Source: an optimization exercise on an open RTL-to-GDS flow (aim: small area, a short achievable clock period and few clock cycles per item). Production flows keep margins and buffers that such runs may drop.
Function was checked by simulation only, so behaviour that the tests miss may differ from the original.
Power and IR drop assume default switching activity.

==> flow/design.v (excerpt) <==
module coreTop (
    input  logic                    clk,
    input  logic                    rst,
    input  logic                    instrValid,
    input  logic [31:0]             instr,
    output logic                    instrCredit,
    output logic                    resValid,
    output logic [4:0]              resDest,
    output logic [32-1:0] resData
);
==> flow/config.mk <==
export PLATFORM = sky130hd
export DESIGN_NAME = coreTop
export DESIGN_NICKNAME = coreTop
export VERILOG_FILES = /design/flow/design.v
export SDC_FILE = /design/flow/constraint.sdc
export NUM_CORES = 4
export LEC_CHECK = 0
export ABC_AREA = 1
export CAP_MARGIN = 20
export CORE_MARGIN = 2
export CORE_UTILIZATION = 40
export CTS_BUF_LIST = sky130_fd_sc_hd__clkbuf_16
export CTS_CLUSTER_DIAMETER = 80
export CTS_CLUSTER_SIZE = 25
export SETUP_SLACK_MARGIN = 3.0
export SLEW_MARGIN = 20
export TNS_END_PERCENT = 50
==> flow/constraint.sdc <==
create_clock -name core_clock -period 5.0 [get_ports {clk}]
set_input_delay 1.0000 -clock core_clock [delete_from_list [all_inputs] [get_ports {clk}]]
set_output_delay 1.0000 -clock core_clock [all_outputs]
set_load 0.01 [all_outputs]
standard.sh (not shown) runs the stock make flow with config.mk's settings and CLKGATE_MAP_FILE= SYNTH_SCRIPT=/design/flow/synth_recipe.tcl, a recipe that flattens the netlist after the stock synthesis.
==> flow/flow/run.sh <==
#!/bin/bash
# Standard layout, with the port buffers made from buf_4 cells instead of
# the buffer_ports default, so the input and output paths are not slowed by
# delay cells.
set -o pipefail
cp standard.sh standard.sh.txt
export BUFFER_PORTS_ARGS="-buffer_cell sky130_fd_sc_hd__buf_4"
bash standard.sh > standard.log 2>&1
Testbench counts at the start, summed over its fixed seeds: cycles 24,016, items 24,000.
==> next run, changes <==
--- a/flow/config.mk
+++ b/flow/config.mk
@@ -13,5 +13,5 @@
 export CTS_CLUSTER_DIAMETER = 80
 export CTS_CLUSTER_SIZE = 25
-export SETUP_SLACK_MARGIN = 3.0
+export SETUP_SLACK_MARGIN = 2.85
 export SLEW_MARGIN = 20
-export TNS_END_PERCENT = 50
+export TNS_END_PERCENT = 100
=>
- power fell by 1.2%
- die area stays the same
- wire length goes down by 1.7%
- final cell count shrinks by 1.3%
- count of clock-buffer cells in the layout rises by 2
- design area goes down by 4.3%
- utilization is lower by 2.1 points
- worst setup slack got worse by 0.015 ns
- via count drops by 1.6%
- critical path depth is unchanged
==> next run, changes <==
--- a/flow/config.mk
+++ b/flow/config.mk
@@ -13,5 +13,5 @@
 export CTS_CLUSTER_DIAMETER = 80
 export CTS_CLUSTER_SIZE = 25
-export SETUP_SLACK_MARGIN = 2.85
+export SETUP_SLACK_MARGIN = 2.5
 export SLEW_MARGIN = 20
-export TNS_END_PERCENT = 100
+export TNS_END_PERCENT = 50
Outcome:
- The new run completed without violations
- final cell count went down slightly
- maximum frequency drops by about a fifth
- sequential share of layout area went up by 2.1 points
- routed wire length is about the same
- utilization decreases by 1.9 points
- non-clock buffer count is lower by 36
- power goes down by a few percent
- clock-buffer cell count fell by 2
==> next run, changes <==
--- a/flow/config.mk
+++ b/flow/config.mk
@@ -9,9 +9,9 @@
 export CAP_MARGIN = 20
 export CORE_MARGIN = 2
-export CORE_UTILIZATION = 40
+export CORE_UTILIZATION = 50
 export CTS_BUF_LIST = sky130_fd_sc_hd__clkbuf_16
 export CTS_CLUSTER_DIAMETER = 80
 export CTS_CLUSTER_SIZE = 25
-export SETUP_SLACK_MARGIN = 2.5
+export SETUP_SLACK_MARGIN = 2.85
 export SLEW_MARGIN = 20
-export TNS_END_PERCENT = 50
+export TNS_END_PERCENT = 100
Design area came out higher by 3.5%.
Wire length came out higher by about 1.8%.
Synthesized area stays the same.
==> next run, changes <==
==> flow/config.mk (replaced) <==
export PLATFORM = sky130hd
export DESIGN_NAME = coreTop
export DESIGN_NICKNAME = coreTop
export VERILOG_FILES = /design/flow/design.v
export SDC_FILE = /design/flow/constraint.sdc
export NUM_CORES = 4
export LEC_CHECK = 0
export ABC_AREA = 1
export CAP_MARGIN = 20
export CORE_MARGIN = 2
export CORE_UTILIZATION = 40
export SETUP_SLACK_MARGIN = 2.5
export SLEW_MARGIN = 20
export TNS_END_PERCENT = 50
Result: The changed run completed without violations. Die area goes up by about 25%. Flip-flop and latch count does not change. Cell area is about the same. Wire length went down by about 0.9%. Global-route usage is lower by 7.3 points. Combinational power shrinks by about 25%. Clock power grows by 58%. Core utilization decreases by 12 points. Worst setup slack loses 0.40 ns. Power goes up by 17%. Via count decreases by about 1.2%.
==> next run, changes <==
--- a/flow/config.mk
+++ b/flow/config.mk
@@ -10,5 +10,8 @@
 export CORE_MARGIN = 2
 export CORE_UTILIZATION = 40
-export SETUP_SLACK_MARGIN = 2.5
+export CTS_BUF_LIST = sky130_fd_sc_hd__clkbuf_16
+export CTS_CLUSTER_DIAMETER = 80
+export CTS_CLUSTER_SIZE = 25
+export SETUP_SLACK_MARGIN = 2.7
 export SLEW_MARGIN = 20
 export TNS_END_PERCENT = 50
After rerunning:
- die area is unchanged
- worst setup slack improved by 0.22 ns
- combinational power came out higher by 13%
- global-route usage came out lower by 0.23 points
- design area came out lower by 2.2%
- power came out lower by 16%
- wire length came out lower by 0.59%
- critical path depth came out lower by 2


The RTL this note starts from:
==> flow/design.v <==
module regBank (
    input  logic                    clk,
    input  logic                    rst,
    input  logic [15:0]             wrEn,
    input  logic [32-1:0] wrData,
    output logic [15:0]             written,
    input  logic [15:0]             rdSel1,
    input  logic                    rdRst1,
    input  logic [15:0]             rdSel2,
    input  logic                    rdRst2,
    output logic [32-1:0] rdData1,
    output logic [32-1:0] rdData2
);
    logic [15:0][32-1:0] regs;
    always_ff @(posedge clk or posedge rst) begin
        if (rst) begin
            written <= '0;
        end else begin
            written <= written | wrEn;
        end
    end
    always_ff @(posedge clk) begin
        for (int i = 0; i < 16; i++) begin
            if (wrEn[i]) begin
                regs[i] <= wrData;
            end
        end
    end
    function automatic logic [32-1:0] readPort(input logic [15:0] sel, input logic rstVal);
        logic [32-1:0] acc;
        acc = '0;
        for (int i = 0; i < 16; i++) begin
            acc = acc | ({32{sel[i]}} & regs[i]);
        end
        acc = acc | {22'd0, {10{rstVal}}};
        readPort = acc;
    endfunction
    assign rdData1 = readPort(rdSel1, rdRst1);
    assign rdData2 = readPort(rdSel2, rdRst2);
endmodule
module coreTop (
    input  logic                    clk,
    input  logic                    rst,
    input  logic                    instrValid,
    input  logic [31:0]             instr,
    output logic                    instrCredit,
    output logic                    resValid,
    output logic [4:0]              resDest,
    output logic [32-1:0] resData
);
    logic [5:0]  opcode;
    logic [4:0]  rd, rs, rt;
    logic [10:0] funct;
    assign opcode = instr[31:26];
    assign rd     = instr[25:21];
    assign rs     = instr[20:16];
    assign rt     = instr[15:11];
    assign funct  = instr[10:0];
    logic isReg, isAddi, isLui;
    logic dAdd, dSub, dAnd, dOr, dXor, dSlt;
    logic dArith, dKnown;
    assign isReg  = (opcode == 6'h00);
    assign isAddi = (opcode == 6'h08);
    assign isLui  = (opcode == 6'h0f);
    assign dAdd   = isReg && (funct == 11'h020);
    assign dSub   = isReg && (funct == 11'h022);
    assign dAnd   = isReg && (funct == 11'h024);
    assign dOr    = isReg && (funct == 11'h025);
    assign dXor   = isReg && (funct == 11'h026);
    assign dSlt   = isReg && (funct == 11'h02a);
    assign dArith = dAdd || dSub || isAddi || isLui;    
    assign dKnown = dArith || dAnd || dOr || dXor || dSlt;
    logic                    irValid, exValid, wbValid;
    logic [4:0]              irDest, exDest;
    logic                    useS, useT;
    logic                    dFwdS, dFwdT, dWbS, dWbT;
    logic [15:0]             dSelS, dSelT;
    function automatic logic live(input logic [4:0] r);
        live = (r != 5'd0) && (r[4] == 1'b0 || r[3:0] == 4'd0);
    endfunction
    assign useS  = !isLui && live(rs);
    assign useT  = !(isLui || isAddi) && live(rt);
    assign dFwdS = useS && irValid && (irDest == rs);
    assign dFwdT = useT && irValid && (irDest == rt);
    assign dWbS  = useS && exValid && (exDest == rs) && !dFwdS;
    assign dWbT  = useT && exValid && (exDest == rt) && !dFwdT;
    logic sameReg, zeroDiff, dInvA, dInvB;
    assign sameReg  = (rs == rt);
    assign zeroDiff = (dSub || dSlt) && sameReg;
    assign dInvA    = (dSub || dSlt) && !sameReg && dFwdT;
    assign dInvB    = (dSub || dSlt) && !sameReg && !dFwdT;
    logic [15:0] written, wbWe, writtenNext;
    logic        dRdS, dRdT, dRstS, dRstT;
    assign writtenNext = written | wbWe;
    assign dRdS  = useS && !dFwdS && !dWbS;
    assign dRdT  = useT && !dFwdT && !dWbT;
    assign dRstS = dRdS && rs[4] && !writtenNext[0];
    assign dRstT = dRdT && rt[4] && !writtenNext[0];
    always_comb begin
        for (int i = 0; i < 16; i++) begin
            dSelS[i] = dRdS && (rs[3:0] == 4'(i)) && writtenNext[i];
            dSelT[i] = dRdT && (rt[3:0] == 4'(i)) && writtenNext[i];
        end
    end
    logic                    irArith, irInvA, irInvB, irAnd, irOr, irXor, irSlt;
    logic                    irImm, irLui;
    logic                    irFwdS, irFwdT, irWbS, irWbT;
    logic [15:0]             irSelS, irSelT;
    logic                    irRstS, irRstT;
    logic [15:0]             irImmVal;
    always_ff @(posedge clk or posedge rst) begin
        if (rst) begin
            irValid     <= 1'b0;
            instrCredit <= 1'b0;
        end else begin
            irValid     <= instrValid;
            instrCredit <= instrValid;  
        end
    end
    always_ff @(posedge clk) begin
        irDest   <= dKnown ? rd : 5'd0;
        irArith  <= dArith && !zeroDiff;
        irInvA   <= dInvA;
        irInvB   <= dInvB;
        irAnd    <= dAnd;
        irOr     <= dOr;
        irXor    <= dXor;
        irSlt    <= dSlt && !zeroDiff;
        irLui    <= isLui;
        irImm    <= isLui || isAddi;
        irFwdS   <= dFwdS;
        irFwdT   <= dFwdT;
        irWbS    <= dWbS;
        irWbT    <= dWbT;
        irSelS   <= dSelS;
        irSelT   <= dSelT;
        irRstS   <= dRstS;
        irRstT   <= dRstT;
        irImmVal <= instr[15:0];
    end
    logic [32-1:0] aluResult;
    logic [32-1:0] bankS, bankT;
    logic [32-1:0] nextA, nextB, immExt;
    logic [32-1:0] wbData;
    regBank bank_i (
        .clk     (clk),
        .rst     (rst),
        .wrEn    (wbWe),
        .wrData  (wbData),
        .written (written),
        .rdSel1  (irSelS),
        .rdRst1  (irRstS),
        .rdSel2  (irSelT),
        .rdRst2  (irRstT),
        .rdData1 (bankS),
        .rdData2 (bankT)
    );
    assign immExt = irLui ? {irImmVal, 16'h0000} : {{16{irImmVal[15]}}, irImmVal};
    assign nextA = ((bankS | ({32{irWbS}} & wbData)) ^ {32{irInvA}})
                 | ({32{irFwdS}} & aluResult);
    assign nextB = ((bankT | ({32{irWbT}} & wbData)
                           | ({32{irImm}} & immExt)) ^ {32{irInvB}})
                 | ({32{irFwdT}} & aluResult);
    logic                    exArith, exSub, exInvRes, exAnd, exOr, exXor, exSlt;
    logic [32-1:0] opA, opB;
    always_ff @(posedge clk or posedge rst) begin
        if (rst) begin
            exValid <= 1'b0;
        end else begin
            exValid <= irValid;
        end
    end
    always_ff @(posedge clk) begin
        exDest  <= irDest;
        exArith <= irArith;
        exSub   <= irInvB;
        exInvRes <= irInvA;
        exAnd   <= irAnd;
        exOr    <= irOr;
        exXor   <= irXor;
        exSlt   <= irSlt;
        opA     <= nextA;
        opB     <= nextB;
    end
    logic [32-1:0] sum;
    logic                    less;
    logic [32:0] gen, prop;
    always_comb begin
        gen  = {opA & opB, exSub};
        prop = {opA ^ opB, 1'b0};
        for (int d = 1; d <= 32; d = d * 2) begin
            for (int i = 32; i >= d; i--) begin
                gen[i]  = gen[i] | (prop[i] & gen[i - d]);
                prop[i] = prop[i] & prop[i - d];
            end
        end
    end
    assign sum = (opA ^ opB ^ {32{exInvRes}}) ^ gen[32-1:0];
    assign less = (opA[31] == opB[31]) ? (opA[31] ^ exInvRes) : sum[31];
    assign aluResult = ({32{exArith}} & sum)
                     | ({32{exAnd}} & (opA & opB))
                     | ({32{exOr}}  & (opA | opB))
                     | ({32{exXor}} & (opA ^ opB))
                     | 32'(exSlt && less);
    always_ff @(posedge clk or posedge rst) begin
        if (rst) begin
            wbValid <= 1'b0;
            wbWe    <= '0;
        end else begin
            wbValid <= exValid;
            for (int i = 0; i < 16; i++) begin
                wbWe[i] <= exValid && live(exDest) && (exDest[3:0] == 4'(i));
            end
        end
    end
    always_ff @(posedge clk) begin
        resDest <= exDest;
        resData <= (exDest != 5'd0) ? aluResult : '0;
        wbData  <= aluResult;
    end
    assign resValid = wbValid;
endmodule
==> flow/config.mk <==
export PLATFORM = sky130hd
export DESIGN_NAME = coreTop
export DESIGN_NICKNAME = coreTop
export VERILOG_FILES = /design/flow/design.v
export SDC_FILE = /design/flow/constraint.sdc
export NUM_CORES = 4
export LEC_CHECK = 0
export ABC_AREA = 1
export CAP_MARGIN = 20
export CORE_MARGIN = 2
export CORE_UTILIZATION = 40
export CTS_BUF_LIST = sky130_fd_sc_hd__clkbuf_16
export CTS_CLUSTER_DIAMETER = 80
export CTS_CLUSTER_SIZE = 25
export SETUP_SLACK_MARGIN = 2.85
export SLEW_MARGIN = 20
export TNS_END_PERCENT = 50
==> flow/constraint.sdc <==
create_clock -name core_clock -period 5.0 [get_ports {clk}]
set_input_delay 1.0000 -clock core_clock [delete_from_list [all_inputs] [get_ports {clk}]]
set_output_delay 1.0000 -clock core_clock [all_outputs]
set_load 0.01 [all_outputs]
Scripts as last shown in full above: flow/flow/run.sh
The baseline finished clean.
Testbench counts at the start, summed over its fixed seeds: cycles 24,016, items 24,000.
Next try:
--- a/flow/config.mk
+++ b/flow/config.mk
@@ -13,5 +13,5 @@
 export CTS_CLUSTER_DIAMETER = 80
 export CTS_CLUSTER_SIZE = 25
-export SETUP_SLACK_MARGIN = 2.85
+export SETUP_SLACK_MARGIN = 2.7
 export SLEW_MARGIN = 20
-export TNS_END_PERCENT = 50
+export TNS_END_PERCENT = 100
After rerunning:
- design area is lower by 1.8%
- die area does not change
- global-route usage came out higher by 0.11 points
- synthesized cell count stays the same
Next try:
--- a/flow/config.mk
+++ b/flow/config.mk
@@ -13,5 +13,5 @@
 export CTS_CLUSTER_DIAMETER = 80
 export CTS_CLUSTER_SIZE = 25
-export SETUP_SLACK_MARGIN = 2.7
+export SETUP_SLACK_MARGIN = 3.0
 export SLEW_MARGIN = 20
 export TNS_END_PERCENT = 100
The new run finished with timing, DRC and antenna clean. Sequential share of layout area came out lower by 3.3 points. Routed wire length came out higher by 2.7%. Cell area goes up by about 7%. Area after synthesis does not change. Sequential power is about the same.

## re-timing with driven ports
No port has a modelled driver above. Below, the same layouts with a new extraction and two added sets of constraints. Step 1 (the two cells are an assumption about what drives the block):
set clk [get_ports {clk}]
set_driving_cell -lib_cell sky130_fd_sc_hd__clkbuf_16 $clk
set_driving_cell -lib_cell sky130_fd_sc_hd__buf_2 [delete_from_list [all_inputs] $clk]
Step 2 moves the port delays by t, midway between the first and last clock arrival at a register: inputs arrive t later, outputs are due t later. That takes back most of the time a late clock gives input paths. Three values: no drivers, after step 1, after step 2; two values: the first two.
| run | t, ns | setup slack, ns | hold slack, ns | worst setup path after step 2 | worst data-port slew with drivers (ns) |
|---|---|---|---|---|---|
| the first run of note 1 | 0.702 | 2.816 / 2.750 / 2.220 | 0.335 / 0.335 / 0.335 | input to register | 0.05 |
| the second run of note 1 | 0.703 | 2.801 / 2.735 / 2.265 | 0.340 / 0.340 / 0.340 | input to register | 0.04 |
| the third run of note 1 | 0.697 | 2.436 / 2.436 / 2.070 | 0.352 / 0.352 / 0.352 | input to register | 0.06 |
| the fourth run of note 1 | 0.684 | 2.807 / 2.775 / 2.264 | 0.325 / 0.325 / 0.325 | input to register | 0.04 |
| the fifth run of note 1 | 0.709 | 2.412 / 2.412 / 2.099 | 0.352 / 0.352 / 0.352 | input to register | 0.06 |
| the sixth run of note 1 | 0.695 | 2.634 / 2.634 / 2.062 | 0.358 / 0.358 / 0.358 | input to register | 0.06 |
| the first run of note 2 | 0.675 | 2.730 / 2.721 / 2.289 | 0.341 / 0.341 / 0.341 | input to register | 0.05 |
| the second run of note 2 | 0.702 | 2.651 / 2.651 / 2.051 | 0.354 / 0.354 / 0.354 | input to register | 0.06 |
| the third run of note 2 | 0.696 | 2.762 / 2.762 / 2.279 | 0.334 / 0.334 / 0.334 | input to register | 0.05 |
After both steps every run listed still meets setup and hold. The setup slack of the second run of note 2, which loses most, moves by 0.000 ns with the drivers and by -0.600 ns with both steps.
